Background: an optimization exercise with open tools, aiming at small area. Do not read the settings as production practice. The RTL was checked by simulation tests, not by an equivalence proof against the original design. Power figures rest on the tool's default switching activity, not on a simulated workload.

==> flow/design.v (excerpt) <==
module mesi_system (
   input  logic                         clk,
   input  logic                         rst_n,
   input  logic                         p0_cyc,
   input  logic                         p0_stb,
   input  logic                         p0_we,
   input  logic [mesi_pkg::ADDR_W-1:0]  p0_adr,
   input  logic [mesi_pkg::DATA_W-1:0]  p0_dat_w,
   output logic [mesi_pkg::DATA_W-1:0]  p0_dat_r,
   output logic                         p0_ack,
   input  logic                         p1_cyc,
   input  logic                         p1_stb,
   input  logic                         p1_we,
   input  logic [mesi_pkg::ADDR_W-1:0]  p1_adr,
   input  logic [mesi_pkg::DATA_W-1:0]  p1_dat_w,
   output logic [mesi_pkg::DATA_W-1:0]  p1_dat_r,
   output logic                         p1_ack
);
Settings: LEC_CHECK=0, CAP_MARGIN=20, CORE_MARGIN=2, CORE_UTILIZATION=60, PLACE_DENSITY=0.7, SLEW_MARGIN=20, SYNTH_HIERARCHICAL=1; clock period 7.0 ns.
standard.sh (not shown) runs the stock make flow with config.mk's settings and CLKGATE_MAP_FILE= SYNTH_SCRIPT=/design/flow/synth_recipe.tcl, a recipe that flattens the netlist after the stock synthesis.
==> flow/flow/run.sh <==
#!/bin/bash
# Standard layout with two changes: the port buffers use the smallest
# buffer cell, and clock tree synthesis uses clkbuf_8 in clusters of up to
# 16 sinks, without dummy loads.
set -euo pipefail
cd "$(dirname "$0")/.."
export BUFFER_PORTS_ARGS="-buffer_cell sky130_fd_sc_hd__buf_1"
export CTS_ARGS="-sink_clustering_enable -repair_clock_nets -buf_list sky130_fd_sc_hd__clkbuf_8 -sink_clustering_size 16 -sink_clustering_max_diameter 60 -dont_use_dummy_load"
bash standard.sh > standard.log 2>&1
The starting point finished but fails on max-slew violations.
Then changed:
--- a/flow/design.v
+++ b/flow/design.v
@@ -20,25 +20,30 @@
    input  logic [2:0] d,                      
    input  logic [2:0] s,                      
    output logic       y_n                     
 );
    assign y_n = ~|(d & s);
 endmodule
 `default_nettype wire
 `default_nettype none
+module mesi_wkeep (
+   input  logic hold,                         
+   input  logic q,                            
+   output logic y_n                           
+);
+   assign y_n = ~(hold & q);
+endmodule
 module mesi_wmux (
    input  logic wen_n,                        
    input  logic din_n,                        
-   input  logic q,                            
-   input  logic keep,                         
+   input  logic keep_n,                       
    output logic y
 );
-   assign y = ~((wen_n | din_n) & ~(wen_n & q & keep));
-endmodule
+   assign y = ~((wen_n | din_n) & keep_n);endmodule
 `default_nettype wire
 `timescale 1ns/1ps
 `default_nettype none
 module mesi_system (
    input  logic                         clk,
    input  logic                         rst_n,
    input  logic                         p0_cyc,
    input  logic                         p0_stb,
@@ -81,18 +86,18 @@
    logic                    req0, req1, grant;
    logic                    idle, lookup;
    logic                    psel;             
    logic                    we;
    logic [AW-1:0]           wadr;             
    logic [DW-1:0]           din;
    logic [IW-1:0]           idx;
    logic [TW-1:0]           tg;
-   logic [TW-1:0]           own_tag, oth_tag;
-   logic [1:0]              own_st,  oth_st;
+   logic                    hit0, hit1;
+   logic [1:0]              own_st;
    logic                    own_hit, oth_hit;
    logic                    wb;
    logic [2:0]              k;
    logic                    own_upd, oth_upd;
    logic [1:0]              own_new, oth_new;
    logic                    wr_now;           
    logic [NR:0]             rdec_w, rdec_r;   
    logic [2:0]              off_w,  off_r;    
@@ -112,22 +117,21 @@
    assign idle   = (cnt == C_IDLE);
    assign lookup = (cnt == C_LOOKUP);
    assign psel = idle ? grant : port;
    assign we   = psel ? p1_we    : p0_we;
    assign din  = psel ? p1_dat_w : p0_dat_w;
    assign wadr = idle ? (grant ? p1_adr : p0_adr) : adr;
    assign idx = adr[IW-1:0];
    assign tg  = adr[AW-1:IW];
-   assign own_tag = port ? tag1[idx] : tag0[idx];
-   assign own_st  = port ? st1[idx]  : st0[idx];
-   assign oth_tag = port ? tag0[idx] : tag1[idx];
-   assign oth_st  = port ? st0[idx]  : st1[idx];
-   assign own_hit = (own_st != mesi_pkg::ST_I) && (own_tag == tg);
-   assign oth_hit = (oth_st != mesi_pkg::ST_I) && (oth_tag == tg);
+   assign hit0    = (st0[idx] != mesi_pkg::ST_I) && (tag0[idx] == tg);
+   assign hit1    = (st1[idx] != mesi_pkg::ST_I) && (tag1[idx] == tg);
+   assign own_st  = port ? st1[idx] : st0[idx];
+   assign own_hit = port ? hit1 : hit0;
+   assign oth_hit = port ? hit0 : hit1;
    assign wb      = ~own_hit && (own_st == mesi_pkg::ST_M);   
    always_comb
    begin
       if (own_hit)
          k = (we && own_st == mesi_pkg::ST_S) ? 3'd2 : 3'd1;
       else if (wb)
          k = (we || oth_hit) ? 3'd3 : 3'd4;
       else
@@ -234,30 +238,40 @@
       use_cp = rdec_r[NR] ? m2_r[0] : m3_r[0];
    end
    logic [NR-1:0][DW-1:0]   nxt3;
    logic [DW-1:0]           nxt2;
    for (genvar b = 0; b < DW; b++)
    begin : g_wr
       for (genvar r = 0; r < NR; r++)
       begin : g_ring
-         mesi_wmux u_wmux (
-            .wen_n (~wen3[r]),
-            .din_n (~din[b]),
+         logic keep_n;
+         mesi_wkeep u_wkeep (
+            .hold  (~wen3[r] & keep),
             .q     (ring3[r][2][b]),
-            .keep  (keep),
-            .y     (nxt3[r][b])
+            .y_n   (keep_n)
+         );
+         mesi_wmux u_wmux (
+            .wen_n  (~wen3[r]),
+            .din_n  (~din[b]),
+            .keep_n (keep_n),
+            .y      (nxt3[r][b])
          );
       end
-      mesi_wmux u_wmux2 (
-         .wen_n (~wen2),
-         .din_n (~din[b]),
+      logic keep2_n;
+      mesi_wkeep u_wkeep2 (
+         .hold  (~wen2 & keep),
          .q     (ring2[1][b]),
-         .keep  (keep),
-         .y     (nxt2[b])
+         .y_n   (keep2_n)
+      );
+      mesi_wmux u_wmux2 (
+         .wen_n  (~wen2),
+         .din_n  (~din[b]),
+         .keep_n (keep2_n),
+         .y      (nxt2[b])
       );
    end
    always_ff @(posedge clk)
    begin
       for (int r = 0; r < NR; r++)
       begin
          ring3[r][0] <= nxt3[r];
          ring3[r][1] <= ring3[r][0];
Effect: The new run passed the timing, DRC and antenna checks. Die area drops slightly. Cell area drops slightly. Combinational power barely changes. Clock power is about the same. Maximum frequency drops by a few percent. Routed wire length climbs slightly.

-- port drivers added, routing unchanged --
How much do the figures lean on ideal ports? The routed layouts below were timed once more, with nothing changed but the port constraints.
Step 1 (the two cells are an assumption about what drives the block):
set clk [get_ports {clk}]
set_driving_cell -lib_cell sky130_fd_sc_hd__clkbuf_16 $clk
set_driving_cell -lib_cell sky130_fd_sc_hd__buf_2 [delete_from_list [all_inputs] $clk]
Step 2 times the ports against the registers' clock, not the clock port: input delays grow and output delays shrink by t, the midpoint of the rising clock arrivals with the driver on.
Three values: no drivers, after step 1, after step 2; two values: the first two.
| run | shift t [ns] | setup WS [ns] | hold slack, ns | worst setup path at the end | clock arrival spread, ns |
|---|---|---|---|---|---|
| the first run | 0.735 | 0.588 / 0.535 / 1.168 | 0.297 / 0.297 / 0.297 | input to register | 0.061 / 0.060 |
| the second run | 0.722 | 0.325 / 0.268 / 0.990 | 0.297 / 0.297 / 0.297 | register to output | 0.084 / 0.084 |
